Source: an optimization exercise on an open RTL-to-GDS flow (aim: small area, a short achievable clock period and few clock cycles per item). Production flows keep margins and buffers that such runs may drop. The RTL was checked by simulation tests, not by an equivalence proof against the original design. Power is estimated from default activity; no workload was simulated.

==> design/flow/design.v <==
`timescale 1ns / 1ps
`default_nettype none
package c8ie_pkg;
    localparam int unsigned PC_W   = 12;
    localparam int unsigned VREG_W = 8;
    localparam int unsigned VIDX_W = 4;
    localparam int unsigned VREG_N = 16;
    localparam logic [PC_W-1:0]   RESET_START_ADDR = 12'h200;
    localparam logic [VIDX_W-1:0] FLAG_REG         = 4'hF;
    localparam logic [11:0]       NNN_RETURN       = 12'h0EE;
    localparam logic [1:0] ST_OK        = 2'd0;
    localparam logic [1:0] ST_OVERFLOW  = 2'd1;
    localparam logic [1:0] ST_UNDERFLOW = 2'd2;
    localparam logic [1:0] ST_UNHANDLED = 2'd3;
endpackage
`default_nettype wire
`timescale 1ns / 1ps
`default_nettype none
module c8ie_stack #(
    parameter int unsigned STACK_DEPTH = 16,
    parameter int unsigned AW          = 4
) (
    input  wire logic                        aclk,
    input  wire logic                        wr_en,
    input  wire logic [AW-1:0]               wr_addr,
    input  wire logic [c8ie_pkg::PC_W-1:0]   wr_data,
    input  wire logic [AW-1:0]               rd_addr,
    output logic      [c8ie_pkg::PC_W-1:0]   rd_data
);
    logic [c8ie_pkg::PC_W-1:0] mem [STACK_DEPTH];
    always_ff @(posedge aclk) begin
        if (wr_en) begin
            mem[wr_addr] <= wr_data;
        end
    end
    assign rd_data = mem[rd_addr];
endmodule
`default_nettype wire
`timescale 1ns / 1ps
`default_nettype none
module c8ie_vreg_file (
    input  wire logic                          aclk,
    input  wire logic                          clr,
    input  wire logic                          rw,
    input  wire logic [c8ie_pkg::VIDX_W-1:0]   num,
    input  wire logic [c8ie_pkg::VREG_W-1:0]   val,
    input  wire logic                          fw,
    input  wire logic                          fval,
    input  wire logic [c8ie_pkg::VIDX_W-1:0]   rd_x,
    input  wire logic [c8ie_pkg::VIDX_W-1:0]   rd_y,
    output logic      [c8ie_pkg::VREG_W-1:0]   vx,
    output logic      [c8ie_pkg::VREG_W-1:0]   vy
);
    logic [c8ie_pkg::VREG_W-1:0] mem [c8ie_pkg::VREG_N];
    logic [c8ie_pkg::VREG_W-1:0] wval, fwval;
    assign wval  = val;
    assign fwval = fw ? {{(c8ie_pkg::VREG_W-1){1'b0}}, fval} : val;
    always_ff @(posedge aclk) begin
        for (int k = 0; k < c8ie_pkg::VREG_N - 1; k++) begin
            if (clr || (rw && num == c8ie_pkg::VIDX_W'(k))) begin
                mem[k] <= wval;
            end
        end
        if (clr || fw || (rw && num == c8ie_pkg::FLAG_REG)) begin
            mem[c8ie_pkg::VREG_N-1] <= fwval;
        end
    end
    assign vx = mem[rd_x];
    assign vy = mem[rd_y];
endmodule
`default_nettype wire
`timescale 1ns / 1ps
`default_nettype none
module c8ie_exec (
    input  wire logic [15:0]                   ins,
    input  wire logic [7:0]                    ctl,
    input  wire logic                          clr,
    input  wire logic [c8ie_pkg::PC_W-1:0]     pc,
    input  wire logic [c8ie_pkg::PC_W-1:0]     idx,
    input  wire logic                          empty,
    input  wire logic                          full,
    input  wire logic [c8ie_pkg::VREG_W-1:0]   vx,
    input  wire logic [c8ie_pkg::VREG_W-1:0]   vy,
    input  wire logic [c8ie_pkg::PC_W-1:0]     stack_top,
    output logic      [c8ie_pkg::PC_W-1:0]     pc_next,
    output logic      [c8ie_pkg::PC_W-1:0]     pc_inc,
    output logic      [c8ie_pkg::PC_W-1:0]     idx_next,
    output logic                               push,
    output logic                               pop,
    output logic      [c8ie_pkg::VREG_W-1:0]   val,
    output logic                               fval,
    output logic      [1:0]                    status
);
    logic [3:0]  op, n;
    logic [7:0]  nn;
    logic [11:0] nnn, pc_skip;
    logic        a_inv, b_inv, b_nn, cin, sel_sum, is_ret;
    logic        is_sys, is_jmp, is_call, is_skeqi, is_sknei, is_skeqr, is_skner;
    logic        is_ld, is_alu, is_ldi, fn_known, skip;
    logic [7:0]  a, b, s, other;
    logic        cout;
    assign op  = ins[15:12];
    assign n   = ins[3:0];
    assign nn  = ins[7:0];
    assign nnn = ins[11:0];
    assign {a_inv, b_inv, b_nn, cin, sel_sum, is_ret} = ctl[7:2];
    assign is_sys   = (op == 4'h0);
    assign is_jmp   = (op == 4'h1);
    assign is_call  = (op == 4'h2);
    assign is_skeqi = (op == 4'h3);
    assign is_sknei = (op == 4'h4);
    assign is_skeqr = (op == 4'h5);
    assign is_ld    = (op == 4'h6);
    assign is_alu   = (op == 4'h8);
    assign is_skner = (op == 4'h9);
    assign is_ldi   = (op == 4'hA);
    assign fn_known = (n[3] == 1'b0) || (n == 4'hE);
    assign a = vx ^ {8{a_inv}};
    assign b = b_nn ? nn : (vy ^ {8{b_inv}});
    c8ie_add8 u_add (
        .a    (a),
        .b    (b),
        .cin  (cin),
        .s    (s),
        .cout (cout)
    );
    always_comb begin
        other = '0;
        if (!clr) begin
            if (is_ld) begin
                other = nn;
            end else begin
                case (n)
                    4'h0:    other = vy;
                    4'h1:    other = vx | vy;
                    4'h2:    other = vx & vy;
                    4'h3:    other = vx ^ vy;
                    4'h6:    other = {1'b0, vx[7:1]};
                    4'hE:    other = {vx[6:0], 1'b0};
                    default: other = '0;
                endcase
            end
        end
    end
    assign val = (sel_sum && !clr) ? s : other;
    always_comb begin
        case (n)
            4'h6:    fval = vx[0];
            4'hE:    fval = vx[7];
            default: fval = cout;
        endcase
    end
    always_comb begin
        pc_inc[0]  = pc[0];
        pc_skip[0] = pc[0];
        pc_skip[1] = pc[1];
        for (int k = 1; k < 12; k++) begin
            pc_inc[k] = pc[k] ^ (&(pc | (12'hFFF << k) | 12'h001));
        end
        for (int k = 2; k < 12; k++) begin
            pc_skip[k] = pc[k] ^ (&(pc | (12'hFFF << k) | 12'h003));
        end
    end
    assign skip = (is_skeqi && (vx == nn)) || (is_sknei && (vx != nn)) ||
                  (is_skeqr && (vx == vy)) || (is_skner && (vx != vy));
    assign push = is_call && !full;
    assign pop  = is_ret && !empty;
    always_comb begin
        if (pop) begin
            pc_next = stack_top;
        end else if (is_jmp || push) begin
            pc_next = nnn;
        end else if (skip) begin
            pc_next = pc_skip;
        end else begin
            pc_next = pc_inc;
        end
    end
    assign idx_next = is_ldi ? nnn : idx;
    always_comb begin
        status = c8ie_pkg::ST_OK;
        if (is_ret && empty) begin
            status = c8ie_pkg::ST_UNDERFLOW;
        end else if (is_call && full) begin
            status = c8ie_pkg::ST_OVERFLOW;
        end else if ((is_sys && !is_ret) || (op > 4'hA) || (is_alu && !fn_known)) begin
            status = c8ie_pkg::ST_UNHANDLED;
        end
    end
endmodule
module c8ie_predec (
    input  wire logic [15:0] ins,
    output logic      [7:0]  ctl
);
    logic [3:0] op, n;
    logic       is_alu, is_addi, fn_known, fn_arith;
    assign op       = ins[15:12];
    assign n        = ins[3:0];
    assign is_alu   = (op == 4'h8);
    assign is_addi  = (op == 4'h7);
    assign fn_known = (n[3] == 1'b0) || (n == 4'hE);
    assign fn_arith = (n == 4'h4) || (n == 4'h5) || (n == 4'h7);
    assign ctl[7] = is_alu && (n == 4'h7);                         
    assign ctl[6] = (n == 4'h5);                                   
    assign ctl[5] = is_addi;                                       
    assign ctl[4] = is_alu && ((n == 4'h5) || (n == 4'h7));        
    assign ctl[3] = is_addi || (is_alu && fn_arith);               
    assign ctl[2] = (ins == {4'h0, c8ie_pkg::NNN_RETURN});         
    assign ctl[1] = (op == 4'h6) || is_addi || (is_alu && fn_known);    
    assign ctl[0] = is_alu && (fn_arith || n == 4'h6 || n == 4'hE);     
endmodule
module c8ie_add8 (
    input  wire logic [7:0] a,
    input  wire logic [7:0] b,
    input  wire logic       cin,
    output logic      [7:0] s,
    output logic            cout
);
    logic [8:0] g0, p0, g1, p1, g2, p2, g3;
    always_comb begin
        g0[0] = cin;
        p0[0] = 1'b0;
        for (int k = 0; k < 8; k++) begin
            g0[k+1] = a[k] & b[k];
            p0[k+1] = a[k] ^ b[k];
        end
        for (int k = 0; k < 9; k++) begin
            g1[k] = (k >= 1) ? (g0[k] | (p0[k] & g0[k-1])) : g0[k];
            p1[k] = (k >= 1) ? (p0[k] & p0[k-1]) : p0[k];
        end
        for (int k = 0; k < 9; k++) begin
            g2[k] = (k >= 2) ? (g1[k] | (p1[k] & g1[k-2])) : g1[k];
            p2[k] = (k >= 2) ? (p1[k] & p1[k-2]) : p1[k];
        end
        for (int k = 0; k < 9; k++) begin
            g3[k] = (k >= 4) ? (g2[k] | (p2[k] & g2[k-4])) : g2[k];
        end
        for (int k = 0; k < 8; k++) begin
            s[k] = p0[k+1] ^ g3[k];
        end
        cout = g2[8] | (p2[8] & g3[4]);
    end
endmodule
`default_nettype wire
`timescale 1ns / 1ps
`default_nettype none
module chip8_instruction_execute_top #(
    parameter int unsigned STACK_DEPTH = 16
) (
    input  wire logic        aclk,
    input  wire logic        aresetn,
    input  wire logic        cfg_valid,
    output logic             cfg_ready,
    input  wire logic [11:0] cfg_start_address,
    input  wire logic        s_valid,
    output logic             s_ready,
    input  wire logic [15:0] s_instruction,
    output logic             m_valid,
    input  wire logic        m_ready,
    output logic [11:0]      m_pc_value,
    output logic [11:0]      m_index_value,
    output logic             m_reg_written,
    output logic [3:0]       m_reg_number,
    output logic [7:0]       m_vreg_data,
    output logic             m_flag_written,
    output logic             m_flag_value,
    output logic [1:0]       m_status
);
    localparam int unsigned AW = (STACK_DEPTH > 1) ? $clog2(STACK_DEPTH) : 1;
    localparam int unsigned RW = 17;    
    logic        s_ready_reg, rst_reg;
    logic        r_valid_reg, r2_valid_reg, e_valid_reg, h_valid_reg;
    logic        r_valid_nxt, r2_valid_nxt, e_valid_nxt, h_valid_nxt;
    logic        e_fire, r_adv, r_load, accept, h_en;
    logic [15:0] r_ins_reg, r2_ins_reg;
    logic [7:0]  rd_x, rd_y, fwd_x, fwd_y;
    logic [15:0] e_ins_reg;
    logic [7:0]  opx_reg, opy_reg;
    logic [7:0]  r_ctl, e_ctl_reg;
    logic [11:0]   pc_reg, idx_reg;
    logic [AW-1:0] tp_reg;      
    logic          ne_reg;      
    logic [11:0] pc_next, pc_inc, idx_next, stack_top;
    logic        push, pop, e_rw, e_fw, e_fval, w_rw, w_fw;
    logic [7:0]  e_val;
    logic [1:0]  e_status;
    logic [3:0]  e_num;
    logic [RW-1:0] e_res;
    logic [RW-1:0] h_res_reg;
    assign cfg_ready = 1'b1;
    assign s_ready   = s_ready_reg;
    assign h_en    = !h_valid_reg || m_ready;
    assign e_fire  = e_valid_reg && h_en;
    assign r_adv   = !e_valid_reg || h_en;
    assign r_load  = r_adv || !r_valid_reg;
    assign accept  = s_valid && s_ready_reg;
    assign e_num = e_ins_reg[11:8];
    assign e_rw  = e_ctl_reg[1];
    assign e_fw  = e_ctl_reg[0];
    assign w_rw  = e_valid_reg && e_rw;
    assign w_fw  = e_valid_reg && e_fw;
    c8ie_predec u_predec (
        .ins (r_ins_reg),
        .ctl (r_ctl)
    );
    c8ie_vreg_file u_vregs (
        .aclk  (aclk),
        .clr   (rst_reg),
        .rw    (w_rw),
        .num   (e_num),
        .val   (e_val),
        .fw    (w_fw),
        .fval  (e_fval),
        .rd_x  (r_ins_reg[11:8]),
        .rd_y  (r_ins_reg[7:4]),
        .vx    (rd_x),
        .vy    (rd_y)
    );
    always_comb begin
        fwd_x = rd_x;
        if (e_valid_reg && e_fw && r_ins_reg[11:8] == c8ie_pkg::FLAG_REG) begin
            fwd_x = {7'd0, e_fval};
        end else if (e_valid_reg && e_rw && r_ins_reg[11:8] == e_num) begin
            fwd_x = e_val;
        end
        fwd_y = rd_y;
        if (e_valid_reg && e_fw && r_ins_reg[7:4] == c8ie_pkg::FLAG_REG) begin
            fwd_y = {7'd0, e_fval};
        end else if (e_valid_reg && e_rw && r_ins_reg[7:4] == e_num) begin
            fwd_y = e_val;
        end
    end
    c8ie_stack #(
        .STACK_DEPTH (STACK_DEPTH),
        .AW          (AW)
    ) u_stack (
        .aclk    (aclk),
        .wr_en   (e_valid_reg && push),
        .wr_addr (AW'(tp_reg + AW'(1))),
        .wr_data (pc_inc),
        .rd_addr (tp_reg),
        .rd_data (stack_top)
    );
    c8ie_exec u_exec (
        .ins       (e_ins_reg),
        .ctl       (e_ctl_reg),
        .clr       (rst_reg),
        .pc        (pc_reg),
        .idx       (idx_reg),
        .empty     (!ne_reg),
        .full      (ne_reg && tp_reg == AW'(STACK_DEPTH - 1)),
        .vx        (opx_reg),
        .vy        (opy_reg),
        .stack_top (stack_top),
        .pc_next   (pc_next),
        .pc_inc    (pc_inc),
        .idx_next  (idx_next),
        .push      (push),
        .pop       (pop),
        .val       (e_val),
        .fval      (e_fval),
        .status    (e_status)
    );
    assign e_res = {e_rw, e_num, e_val, e_fw, e_fval, e_status};
    always_comb begin
        r_valid_nxt  = r_load ? (r2_valid_reg || accept) : 1'b1;
        r2_valid_nxt = r2_valid_reg ? !r_adv : (accept && r_valid_reg && !r_adv);
        e_valid_nxt  = r_adv ? r_valid_reg : 1'b1;
        h_valid_nxt  = h_en ? e_valid_reg : 1'b1;
    end
    always_ff @(posedge aclk) begin
        rst_reg <= !aresetn;
        if (!aresetn) begin
            s_ready_reg  <= 1'b1;
            r_valid_reg  <= 1'b0;
            r2_valid_reg <= 1'b0;
            e_valid_reg  <= 1'b0;
            h_valid_reg  <= 1'b0;
        end else begin
            s_ready_reg  <= !r2_valid_nxt;
            r_valid_reg  <= r_valid_nxt;
            r2_valid_reg <= r2_valid_nxt;
            e_valid_reg  <= e_valid_nxt;
            h_valid_reg  <= h_valid_nxt;
        end
    end
    always_ff @(posedge aclk) begin
        if (cfg_valid) begin
            pc_reg <= cfg_start_address;
        end else if (rst_reg) begin
            pc_reg <= c8ie_pkg::RESET_START_ADDR;
        end else if (e_fire) begin
            pc_reg <= pc_next;
        end
        if (rst_reg) begin
            idx_reg <= '0;
            ne_reg  <= 1'b0;
            tp_reg  <= AW'(STACK_DEPTH - 1);
        end else if (e_fire) begin
            idx_reg <= idx_next;
            if (push) begin
                ne_reg  <= 1'b1;
                tp_reg  <= AW'(tp_reg + AW'(1));
            end else if (pop) begin
                ne_reg  <= (tp_reg != '0);
                tp_reg  <= AW'(tp_reg - AW'(1));
            end
        end
    end
    always_ff @(posedge aclk) begin
        if (r_load) begin
            r_ins_reg <= r2_valid_reg ? r2_ins_reg : s_instruction;
        end
        if (!r2_valid_reg) begin
            r2_ins_reg <= s_instruction;
        end
        if (r_adv) begin
            e_ins_reg <= r_ins_reg;
            e_ctl_reg <= r_ctl;
            opx_reg   <= fwd_x;
            opy_reg   <= fwd_y;
        end
        if (h_en) begin
            h_res_reg <= e_res;
        end
    end
    assign m_valid = h_valid_reg;
    assign {m_reg_written, m_reg_number, m_vreg_data, m_flag_written, m_flag_value,
            m_status} = h_res_reg;
    assign m_pc_value    = pc_reg;
    assign m_index_value = idx_reg;
endmodule
`default_nettype wire
==> design/flow/flow/run.sh <==
#!/bin/bash
# The standard synthesis; then only its combinational logic is mapped
# again, with ABC's default script (flip-flops keep their cells and names);
# then the standard layout from that netlist, with plain buffers
# (buf_2) on the input and output ports.
set -euo pipefail
R="$PWD/orfs/results/$FLOW_PLATFORM/chip8_instruction_execute_top/base"
LIB="$FLOW_HOME/platforms/$FLOW_PLATFORM/lib/sky130_fd_sc_hd__tt_025C_1v80.lib"
YOSYS="${YOSYS_EXE:-$(command -v yosys)}"

bash standard.sh synth > standard_synth.log 2>&1

# the platform's combinational cells as Verilog, from their liberty functions
python3 flow/genmodels.py "$LIB" > cell_models.v 2> genmodels.log
cp "$R/1_2_yosys.v" synth_standard.v
REMAP_LIB="$LIB" REMAP_IN=synth_standard.v REMAP_OUT="$R/1_2_yosys.v" \
REMAP_TOP="$FLOW_TOP" REMAP_MODELS=cell_models.v \
REMAP_DONT_USE="sky130_fd_sc_hd__probe_p_8 sky130_fd_sc_hd__probec_p_8 sky130_fd_sc_hd__lpflow_*" \
  "$YOSYS" -c flow/remap.tcl > remap.log 2>&1

bash standard.sh BUFFER_PORTS_ARGS="-buffer_cell sky130_fd_sc_hd__buf_2" finish > standard_flow.log 2>&1
==> design/flow/flow/genmodels.py <==
import re,sys
lib=open(sys.argv[1]).read()
out=[]
# split into cells
for m in re.finditer(r'\n\s*cell\s*\(\s*"?(\w+)"?\s*\)\s*\{',lib):
    name=m.group(1)
    start=m.end(); depth=1; i=start
    while depth:
        c=lib[i]
        if c=='{': depth+=1
        elif c=='}': depth-=1
        i+=1
    body=lib[start:i]
    if re.search(r'\b(ff|latch|statetable)\s*\(',body): continue
    pins=[]
    for pm in re.finditer(r'\n\s*pin\s*\(\s*"?(\w+)"?\s*\)\s*\{',body):
        s=pm.end(); d=1; j=s
        while d:
            c=body[j]
            if c=='{': d+=1
            elif c=='}': d-=1
            j+=1
        pb=body[s:j]
        dm=re.search(r'direction\s*:\s*"?(\w+)"?',pb)
        fm=re.search(r'\bfunction\s*:\s*"([^"]*)"',pb)
        pins.append((pm.group(1),dm.group(1) if dm else None,fm.group(1) if fm else None))
    outs=[p for p in pins if p[1]=='output']
    ins=[p for p in pins if p[1]=='input']
    if not outs or any(p[2] is None for p in outs): continue
    if any(p[1] not in ('input','output') for p in pins): continue
    ports=[f"input {p[0]}" for p in ins]+[f"output {p[0]}" for p in outs]
    lines=[f"module {name}({', '.join(ports)});"]
    for p in outs:
        f=p[2].replace('!','~').replace('*','&').replace('+','|')
        f=re.sub(r"(\w+)'",r"~\1",f)
        lines.append(f"  assign {p[0]} = {f};")
    lines.append("endmodule")
    out.append("\n".join(lines))
print("\n".join(out))
==> design/flow/flow/remap.tcl <==
# Re-map the combinational logic of a synthesized netlist with ABC's default
# script; flip-flops keep their cells and instance names.
yosys -import
set lib $::env(REMAP_LIB)
read_liberty -lib $lib
read_verilog $::env(REMAP_IN)
hierarchy -top $::env(REMAP_TOP)
techmap -map $::env(REMAP_MODELS)
opt -purge
techmap
opt -fast -purge
set du {}
foreach c $::env(REMAP_DONT_USE) { lappend du -dont_use $c }
abc -liberty $lib {*}$du
opt_clean -purge
setundef -zero
splitnets
opt_clean -purge
hilomap -singleton -hicell sky130_fd_sc_hd__conb_1 HI -locell sky130_fd_sc_hd__conb_1 LO
insbuf -buf sky130_fd_sc_hd__buf_4 A X
check
stat -liberty $lib
write_verilog -noattr -noexpr -nohex -nodec $::env(REMAP_OUT)
==> design/flow/standard.sh <==
#!/bin/bash
# synth_recipe.tcl (not shown) runs the flow's synth.tcl, then flattens the netlist and writes it again
# the make line also repeats each setting of config.mk as NAME=value (left out here)
make -C /OpenROAD-flow-scripts/flow DESIGN_CONFIG=/design/flow/config.mk WORK_HOME=/design/flow/orfs CLKGATE_MAP_FILE= SYNTH_SCRIPT=/design/flow/synth_recipe.tcl "${@:-finish}"
==> design/flow/config.mk <==
export PLATFORM = sky130hd
export DESIGN_NAME = chip8_instruction_execute_top
export DESIGN_NICKNAME = chip8_instruction_execute_top
export VERILOG_FILES = /design/flow/design.v
export SDC_FILE = /design/flow/constraint.sdc
export NUM_CORES = 4
export LEC_CHECK = 0
export ABC_AREA = 1
export ABC_CLOCK_PERIOD_IN_PS = 2500
export CAP_MARGIN = 20
export CORE_MARGIN = 2
export CORE_UTILIZATION = 62
export CTS_CLUSTER_DIAMETER = 100
export CTS_CLUSTER_SIZE = 25
export SETUP_SLACK_MARGIN = 4.5
export SLEW_MARGIN = 20
export TNS_END_PERCENT = 20
==> design/flow/constraint.sdc <==
create_clock -name core_clock -period 7.0 [get_ports {aclk}]
set_input_delay 1.4000 -clock core_clock [delete_from_list [all_inputs] [get_ports {aclk}]]
set_output_delay 1.4000 -clock core_clock [all_outputs]
set_load 0.01 [all_outputs]
==> results of run 1 <==
[cell type report]
type                       instances  area [um2]
clock inverter                     1       8.758
multi-input combinational        843        6450
sequential                       448       13030
tap                              396       495.5
timing repair buffer             205        1450
fill                            2008        8225
clock buffer                      37       595.6
inverter                          33       170.2
[per-layer routing]
layer,wire (um),part of all wire (%)
met1,22530,39
met2,24550,42
met3,8565,15
met5,0,0
met4,2622,4.5
[timing repair]
item | CTS | global route
resized for setup | 61 | 50
pin swaps | 11 | 18
setup buffers | 53 | 41
endpoints found under the setup margin | 460 | 404
[power groups by stage]
stage	registers [mW]	logic, mW	clock network [mW]
final	3.22	0.756	1.39
after global routing	3.23	0.797	1.49
after CTS	3.21	0.673	1.40
after detailed placement	3.31	0.545	0
after global placement	3.32	0.539	0
after floorplan	3.25	0.353	0
[through the flow]
| step | hold slack, ps | setup WS [ps] |
|---|---|---|
| after floorplan | 419.6 | 4286 |
| after global placement | 442.3 | 3545 |
| after detailed placement | 446.4 | 3542 |
| after CTS | 460.7 | 4290 |
| after global routing | 483.2 | 4163 |
| final | 459.7 | 4238 |
[worst max-delay path, cell delays in order (launching register included)]
cell                       delay (ps)
sky130_fd_sc_hd__edfxtp_1         540
sky130_fd_sc_hd__nand2b_1         270
sky130_fd_sc_hd__nor2_1           860
sky130_fd_sc_hd__a222oi_1         310
sky130_fd_sc_hd__nand4_1          170
sky130_fd_sc_hd__o21ai_0          190
sky130_fd_sc_hd__a21oi_1          240
[how the worst min path moves through the flow]
stage / start / endpoint / depth (start not counted) / slack, ps
3_3_place_gp: r2_ins_reg[2] / r2_ins_reg[2] / 1 / 440
4_1_cts: idx_reg[11] / idx_reg[11] / 2 / 460
3_5_place_dp: idx_reg[11] / idx_reg[11] / 2 / 450
2_1_floorplan: e_ctl_reg[0] / h_res_reg[3] / 0 / 420
5_1_grt: idx_reg[0] / idx_reg[0] / 2 / 480
6_report: idx_reg[11] / idx_reg[11] / 2 / 460
==> notes.md, run 1 <==
crit start category=flip-flop; Worst Path Required=7380 ps; number of standard cells in the final layout excluding fillers=1963; met3 usage=9.198%; top-level I/O count=77; fraction of layout cells with a size suffix above 1=23.68%; vertical die dimension=179.5 um; Yosys warnings=6; switching share of power=25.94%; placed cells=1831; largest net degree at the start of global routing=41; worst vdd ir=311.8 uV; mapped cell area=0.01910 mm2; vias per std cell=7.195; number of design rule violations left after detail routing=0; Internal Dissipation=3.971 mW; quantity of hold-fixing buffers added after cts=0; half-perimeter wire length after detailed placement=37.08 mm; final non-filler cell area=0.02220 mm2; overall track demand over capacity in global routing=35.07%; commonest non-fill, non-tap cell in the layout=sky130_fd_sc_hd__edfxtp_1; clk slew on worst S/H paths=110 ps; clock sink total=448; Core ar.=0.03043 mm2; via count=14120; Clock power frac=25.9%; Lkg Pwr=7.892 nW; mean area per synthesized cell=14.40 um2; number of global-route vias before repair=13160; Gate Count Post-Synth=1326; routing usage on met2=49.39%; depth of the most critical reg-to-reg path=6; commonest cells after routing, fill and taps aside=sky130_fd_sc_hd__edfxtp_1, sky130_fd_sc_hd__buf_4, sky130_fd_sc_hd__nand2_1, sky130_fd_sc_hd__a21oi_1, sky130_fd_sc_hd__buf_2; post-route setup TNS=0 ps; transition time at the pin with the least slew margin=1187 ps; final hold vios=0; insertion delay of the later-clocked pin in the worst-skew pair=560 ps; Port Buffers=75; total clock buffers created by CTS=21; final RePlAce weighted congestion=1.011; H-tree lvl count=1; total global routing overflow=0; share of power burned in combinational logic=14.1%; std cell rows=64; launch point of the worst reg-to-reg path=r_ins_reg[10]; final WL=58.27 mm; Power Total=5.361 mW; met1 usage=53.07%; number of violations of the max-capacitance limit=0; worst-path maximum fanout=10; critical path startpoint=r_ins_reg[10]; TritonCTS clock tree=yes; number of nets with antenna violations after detailed routing=0; max frequency=362.1 MHz; number of max-slew violations in the final report=0; Reg2Reg Capture Point=opx_reg[7]; period utilization=39.45%; crit path kind=reg -> reg; worst reg2reg setup slack=4240 ps; width of the chip=179.5 um; per-cell routed wire length=29.69 um; status=no timing/DRC/antenna violations; count of TritonRoute iterations in the first routing pass=9; Layout area overhead=16.27%; Die Footprint=0.03222 mm2; sequential cell fraction of total power=60.0%; number of antenna violations at the first check in global routing=0; Diodes inserted=0; Net Count, Synth=1359; worst slew margin relative to its limit=20.34%; number of DRC markers in iteration 0=2596; post-layout min period=2762 ps; worst clock skew=21.24 ps; maximum number of buffers from clock root to sink=3; number of flip-flops under the largest register name=192; Pwr Density=241.5 mW/mm2; worst hold path class=reg -> reg; unrepaired setup endpoints after global routing=yes; Core Util, Final=72.97%; initial cell density of the core=62.76%; Worst Setup End Kind=flip-flop; Cell Area, Placed=0.02039 mm2; Setup-failing EPs final=0; busiest grt layer=met1; Data arrival, critical path=3140 ps; Final nets=1585; worst setup path endpoint=opx_reg[7]; Root Driver=sky130_fd_sc_hd__clkbuf_16; global-route wire length before repair=83.90 mm; switching power=1.391 mW
Testbench counts, summed over its fixed seeds: cycles 12,024, items 12,000.
==> run 2, diff against run 1 <==
--- a/design/flow/config.mk
+++ b/design/flow/config.mk
@@ -9,7 +9,7 @@
 export ABC_CLOCK_PERIOD_IN_PS = 2500
 export CAP_MARGIN = 20
 export CORE_MARGIN = 2
-export CORE_UTILIZATION = 62
+export CORE_UTILIZATION = 55
 export CTS_CLUSTER_DIAMETER = 100
 export CTS_CLUSTER_SIZE = 25
 export SETUP_SLACK_MARGIN = 4.5
==> run 2 against run 1 <==
Effect of this change: power is 2.1% higher; first-iteration DRC count grew 1.5%; cell count is 5.1% higher; cell area rose by 3.1%; largest power group unchanged; hold slack improved by 3.0 ps; via count increased by 0.82%.
==> notes.md, run 2 <==
status=no timing/DRC/antenna violations; Setup-failing EPs final=0 (unchanged); transition time at the pin with the least slew margin=1030 ps (-156.5 ps); top-level I/O count=77 (unchanged); via count=14240 (+0.82%); post-route setup TNS=0 ps (unchanged); fraction of layout cells with a size suffix above 1=27.24% (+3.6 points); maximum number of buffers from clock root to sink=3 (unchanged); gate family responsible for the most delay along the worst path=flip-flops; final WL=60.75 mm (+4.2%); clk slew on worst S/H paths=100 ps (about the same); insertion delay of the later-clocked pin in the worst-skew pair=560 ps (about the same); commonest cells after routing, fill and taps aside=sky130_fd_sc_hd__edfxtp_1, sky130_fd_sc_hd__buf_4, sky130_fd_sc_hd__nand2_1, sky130_fd_sc_hd__a21oi_1, sky130_fd_sc_hd__buf_2; number of nets with antenna violations after detailed routing=0 (unchanged); Net Count, Synth=1359 (unchanged); commonest non-fill, non-tap cell in the layout=sky130_fd_sc_hd__edfxtp_1; vertical die dimension=190.3 um (+6.0%); Lkg Pwr=8.149 nW (+3.3%); critical path startpoint=pc_reg[8]; biggest cell delay along the critical path=570 ps (-290 ps); Diodes inserted=0 (unchanged); Reg2Reg Capture Point=opx_reg[5]; launch point of the worst reg-to-reg path=opx_reg[0]; period utilization=39.20% (-0.25 points); mean area per synthesized cell=14.40 um2 (unchanged); total number of cells along the worst setup path=1 (-5); worst vdd ir=214.9 uV (-31%); Gate Count Post-Synth=1326 (unchanged); area used by multi-input combinational logic=0.006658 mm2 (+3.2%); std cell rows=68 (+6.3%); total buffers and inverters traversed by the critical path=1 (+1); highest-delay cell along the critical path=sky130_fd_sc_hd__edfxtp_1; total clock buffers created by CTS=21 (unchanged); initial cell density of the core=55.56% (-7.2 points); vias per std cell=6.903 (-4.1%); total global routing overflow=0 (unchanged); Worst Path Required=5600 ps (-1780 ps); sequential cell area=0.01304 mm2 (about the same); largest net degree at the start of global routing=48 (+17%); width of the chip=190.3 um (+6.0%); final hold vios=0 (unchanged); Data arrival, critical path=1340 ps (-1800 ps); TritonCTS clock tree=yes; per-cell routed wire length=29.45 um (-0.81%); post-layout min period=2744 ps (-17.85 ps); Final nets=1626 (+2.6%); worst hold endpoint=idx_reg[2]; number of flip-flops under the largest register name=192 (unchanged); Worst Setup End Kind=output pin; placed cells=1897 (+3.6%); final RePlAce weighted congestion=0.9855 (-2.5%); number of antenna violations at the first check in global routing=1 (+1); Die Footprint=0.03623 mm2 (+12%); clock sink total=448 (unchanged); Pwr Density=239.0 mW/mm2 (-1.0%); crit path kind=reg -> out; H-tree lvl count=1 (unchanged); mapped cell area=0.01910 mm2 (unchanged); Root Driver=sky130_fd_sc_hd__clkbuf_16; WHS Path Cells=2 (unchanged); worst slew margin relative to its limit=31.07% (+11 points); Yosys warnings=6 (unchanged); max frequency=364.5 MHz (+0.65%); number of violations of the max-capacitance limit=0 (unchanged); number of DRC markers in iteration 0=2635 (+1.5%); Layout area overhead=19.88%; HP Start=idx_reg[2]; cell chain of the critical path=buf_2; number of global-route vias before repair=12820 (-2.6%); overall track demand over capacity in global routing=32.28% (-2.8 points); Port Buffers=75 (unchanged); global-route wire length before repair=84.80 mm (+1.1%); final critical-path setup slack=4256 ps (+17.85 ps); number of design rule violations left after detail routing=0 (unchanged); half-perimeter wire length after detailed placement=37.32 mm (+0.64%); number of max-slew violations in the final report=0 (unchanged); Core ar.=0.03437 mm2 (+13%); number of standard cells in the final layout excluding fillers=2063 (+5.1%); post-placement setup slack=3496 ps (-46.23 ps); count of TritonRoute iterations in the first routing pass=10 (+1); depth of the most critical reg-to-reg path=10 (+4); crit start category=flip-flop; worst clock skew=20.54 ps (-0.6928 ps); worst reg2reg setup slack=4280 ps (+40 ps); number of fillers in the final layout=2540 (+26%); worst hold path class=reg -> reg; unrepaired setup endpoints after global routing=yes; worst-path maximum fanout=6 (-4)
run 2: power by group:
part / total, mW / switching, mW / internal, mW / leakage [nW]
sequential: 3.21 / 0.126 / 3.08 / 4.34
clock: 1.39 / 0.804 / 0.586 / 0.288
combinational: 0.872 / 0.509 / 0.363 / 3.52
run 2: cell type report:
| class | count | area share, % |
|---|---|---|
| flip-flops and latches | 448 | 56.95 |
| clock buffers | 37 | 2.602 |
| multi-input cells | 844 | 29.08 |
| repair buffers | 244 | 8.023 |
| inverters | 33 | 0.7925 |
| well taps | 455 | 2.487 |
| repair inverters | 1 | 0.02733 |
| clock inverters | 1 | 0.03826 |
run 2: metrics by stage:
stage                     util [%]  cell area, um2  total power [mW]  hold WS [ps]
after floorplan                  -           19180             3.607         419.6
after global placement       59.65           20500             3.868         443.1
after detailed placement     59.67           20510             3.873         448.2
after CTS                    63.05           21670             5.291         462.6
after global routing         66.60           22890             5.632         492.7
final                        66.60           22890             5.472         462.7
run 2: how the worst max path moves through the flow:
stage                          to  slack [ps]
3_5_place_dp   u_stack.mem[9][11]        3500
2_1_floorplan           pc_reg[1]        4290
3_3_place_gp   u_stack.mem[13][3]        3580
6_report            m_pc_value[8]        4260
4_1_cts                pc_reg[11]        4220
5_1_grt                opx_reg[5]        4180
run 2: what timing repair did:
action | CTS | global route
hold buffers | 0 | 0
gates resized for setup | 51 | 126
endpoints found under the setup margin | 408 | 382
pin swaps | 11 | 39
hold endpoints to repair | 0 | 0
buffers inserted | 43 | 80
cloned | 0 | 5
run 2: per-layer routing:
layer,vias up,part of all wire [%],global-route usage [%]
met5,-,0,0
met4,0,4.2,10.64
met3,205,13,8.097
met2,1082,42,46.35
met1,7035,41,48.48
li1,5918,-,-
==> run 3, diff against run 2 <==
--- a/design/flow/config.mk
+++ b/design/flow/config.mk
@@ -9,9 +9,9 @@
 export ABC_CLOCK_PERIOD_IN_PS = 2500
 export CAP_MARGIN = 20
 export CORE_MARGIN = 2
-export CORE_UTILIZATION = 55
+export CORE_UTILIZATION = 62
 export CTS_CLUSTER_DIAMETER = 100
 export CTS_CLUSTER_SIZE = 25
-export SETUP_SLACK_MARGIN = 4.5
+export SETUP_SLACK_MARGIN = 4.8
 export SLEW_MARGIN = 20
-export TNS_END_PERCENT = 20
+export TNS_END_PERCENT = 40
==> run 3 against run 2 <==
Effect of this change: power increased by 1.7%; via count increased by 2.0%; critical path type is now reg -> reg; die area decreased by 11%; routed wire length increased by 1.0%; still clean on timing, DRC and antenna; first-iteration DRC count increased by 14%.
==> notes.md, run 3 <==
final non-filler cell area=0.02346 mm2 (+2.5%); final hold vios=0 (unchanged); biggest cell delay along the critical path=520 ps (-50 ps); Net Count, Synth=1359 (unchanged); final RePlAce weighted congestion=0.9866 (+0.11%); crit start category=flip-flop; std cell rows=64 (-5.9%); Setup-failing EPs final=0 (unchanged); Final nets=1641 (+0.92%); number of global-route vias before repair=13620 (+6.2%); insertion delay of the later-clocked pin in the worst-skew pair=560 ps (about the same); TritonCTS clock tree=yes; overall track demand over capacity in global routing=36.72% (+4.4 points); worst-path maximum fanout=6 (unchanged); cell chain of the critical path=buf_4 -> xnor2_2 -> a211oi_2 -> a211oi_4 -> nor3_4 -> o21bai_4 -> a31oi_4 -> and2_4 -> o21ai_4 -> buf_12 -> o211a_1; commonest cells after routing, fill and taps aside=sky130_fd_sc_hd__edfxtp_1, sky130_fd_sc_hd__buf_4, sky130_fd_sc_hd__nand2_1, sky130_fd_sc_hd__buf_2, sky130_fd_sc_hd__a21oi_1; largest net degree at the start of global routing=41 (-15%); half-perimeter wire length after detailed placement=36.07 mm (-3.4%); unrepaired setup endpoints after global routing=yes; number of fillers in the final layout=1762 (-31%); Root Driver=sky130_fd_sc_hd__clkbuf_16; total buffers and inverters traversed by the critical path=2 (+1); worst slew margin relative to its limit=30.75% (-0.32 points); total clock buffers created by CTS=22 (+4.8%); gate family responsible for the most delay along the worst path=compound AO/OA/AOI/OAI gates; top-level I/O count=77 (unchanged); Data arrival, critical path=3120 ps (+1780 ps); Cell Area, Placed=0.02054 mm2 (+0.16%); status=no timing/DRC/antenna violations; number of antenna violations at the first check in global routing=0 (-1); vias per std cell=7.187 (+4.1%); Worst Path Required=7330 ps (+1730 ps); number of violations of the max-capacitance limit=0 (unchanged); Layout area overhead=22.82%; max frequency=358.5 MHz (-1.6%); highest-delay cell along the critical path=sky130_fd_sc_hd__edfxtp_1; Diodes inserted=0 (unchanged); final WL=61.38 mm (+1.0%); Die Footprint=0.03222 mm2 (-11%); post-layout min period=2789 ps (+45.49 ps); vertical die dimension=179.5 um (-5.7%); fraction of layout cells with a size suffix above 1=30.42% (+3.2 points); crit path kind=reg -> reg; number of DRC markers in iteration 0=2993 (+14%); period utilization=39.85% (+0.65 points); count of TritonRoute iterations in the first routing pass=12 (+2); initial cell density of the core=62.76% (+7.2 points); number of nets with antenna violations after detailed routing=0 (unchanged); total global routing overflow=0 (unchanged); post-route setup TNS=0 ps (unchanged); per-cell routed wire length=30.38 um (+3.2%); worst vdd ir=274.4 uV (+28%); Lkg Pwr=8.368 nW (+2.7%); Pwr Density=237.3 mW/mm2 (-0.72%); maximum number of buffers from clock root to sink=3 (unchanged); global-route wire length before repair=88.03 mm (+3.8%); worst clock skew=24.78 ps (+4.234 ps); clk slew on worst S/H paths=110 ps (about the same); mapped cell area=0.01910 mm2 (unchanged); number of design rule violations left after detail routing=0 (unchanged); Core ar.=0.03043 mm2 (-11%); worst hold path class=reg -> reg; via count=14520 (+2.0%); Yosys warnings=6 (unchanged); width of the chip=179.5 um (-5.7%); number of flip-flops under the largest register name=192 (unchanged); clock sink total=448 (unchanged); mean area per synthesized cell=14.40 um2 (unchanged); commonest non-fill, non-tap cell in the layout=sky130_fd_sc_hd__edfxtp_1; H-tree lvl count=1 (unchanged); Port Buffers=75 (unchanged); Worst Setup End Kind=flip-flop; transition time at the pin with the least slew margin=1037 ps (+6.912 ps); number of max-slew violations in the final report=0 (unchanged); Gate Count Post-Synth=1326 (unchanged)
## run 3: report_power, final
part | switching [mW] | internal [mW] | total, mW
clock network | 0.825 | 0.632 | 1.46
registers | 0.116 | 3.08 | 3.20
logic | 0.539 | 0.370 | 0.909
## run 3: cell type report
cell class,count,area (um2),share of cell area (%)
flip-flops and latches,448,13040,55.59
multi-input cells,844,6925,29.53
repair buffers,258,2128,9.074
clock buffers,38,633.1,2.699
well taps,396,495.5,2.112
inverters,33,192.7,0.8215
clock inverters,2,32.53,0.1387
repair inverters,1,8.758,0.03734
## run 3: path summary, 6_finish.rpt
kind | start | to | slack [ps] | cells after the start
max | e_ctl_reg[6] | opx_reg[5] | 4210 | 11
min | idx_reg[7] | idx_reg[7] | 470 | 2
max reg2reg | e_ctl_reg[6] | opx_reg[5] | 4210 | 11
min reg2reg | idx_reg[7] | idx_reg[7] | 470 | 2
## run 3: what timing repair did
item	CTS	global route
pin swaps	46	25
hold buffers	0	0
buffers inserted	117	35
resized for setup	150	48
endpoints found under the setup margin	543	449
hold endpoints to repair	0	0
cloned	3	1
## run 3: worst register-to-register path, cell delays in order, from the launching register on
cell                       delay [ps]
sky130_fd_sc_hd__edfxtp_1         520
sky130_fd_sc_hd__buf_4            200
sky130_fd_sc_hd__xnor2_2          130
sky130_fd_sc_hd__a211oi_2         370
sky130_fd_sc_hd__a211oi_4         100
sky130_fd_sc_hd__nor3_4           280
sky130_fd_sc_hd__o21bai_4         120
sky130_fd_sc_hd__a31oi_4          230
sky130_fd_sc_hd__and2_4           180
sky130_fd_sc_hd__o21ai_4           60
sky130_fd_sc_hd__buf_12           170
sky130_fd_sc_hd__o211a_1          220
## run 3: per-layer routing
metal | track usage, % | vias up | wire length (um) | share of wire, %
met5 | 0 | - | 0 | 0
met4 | 13.76 | 0 | 3011 | 4.9
met3 | 11.28 | 253 | 9290 | 15
met2 | 52.00 | 1319 | 25960 | 42
met1 | 54.21 | 6994 | 23110 | 38
li1 | - | 5952 | - | -
## run 3: stage by stage
| stage | hold slack [ps] | setup slack (ps) | instances | util (%) | total power [mW] |
|---|---|---|---|---|---|
| global placement | 441.6 | 3885 | 1824 | 67.44 | 3.863 |
| global route | 492.9 | 4169 | 2020 | 77.08 | 5.717 |
| detailed placement | 450.9 | 3876 | 1824 | 67.51 | 3.873 |
| floorplan | 419.6 | 4430 | 1326 | - | 3.623 |
| finish | 467.9 | 4211 | 2020 | 77.08 | 5.566 |
| CTS | 471.4 | 4326 | 1984 | 75.31 | 5.455 |

-- port drivers added, routing unchanged --
No port has a modelled driver above. Below, the same layouts with a new extraction and two added sets of constraints. Step 1, drivers: a clkbuf_16 drives aclk and a buf_2 each remaining input, both assumed. Step 2 times the ports against the registers' clock, not the clock port: input delays grow and output delays shrink by t, the midpoint of the rising clock arrivals with the driver on. Three values: ideal ports, drivers, drivers and shift; two values: the first two.
run	shift t [ns]	setup slack, ns	worst setup path after step 2	worst register clock-pin slew, ns	pins driven straight from the clock port
run 1	0.603	4.238 / 4.221 / 3.907	input to register	0.11 / 0.11	1
run 2	0.611	4.256 / 4.199 / 3.820	input to register	0.11 / 0.11	1
run 3	0.607	4.211 / 4.211 / 3.909	input to register	0.11 / 0.11	1
After both steps every run listed still meets setup and hold. The setup slack of run 2, which loses most, moves by -0.057 ns with the drivers and by -0.436 ns with both steps.
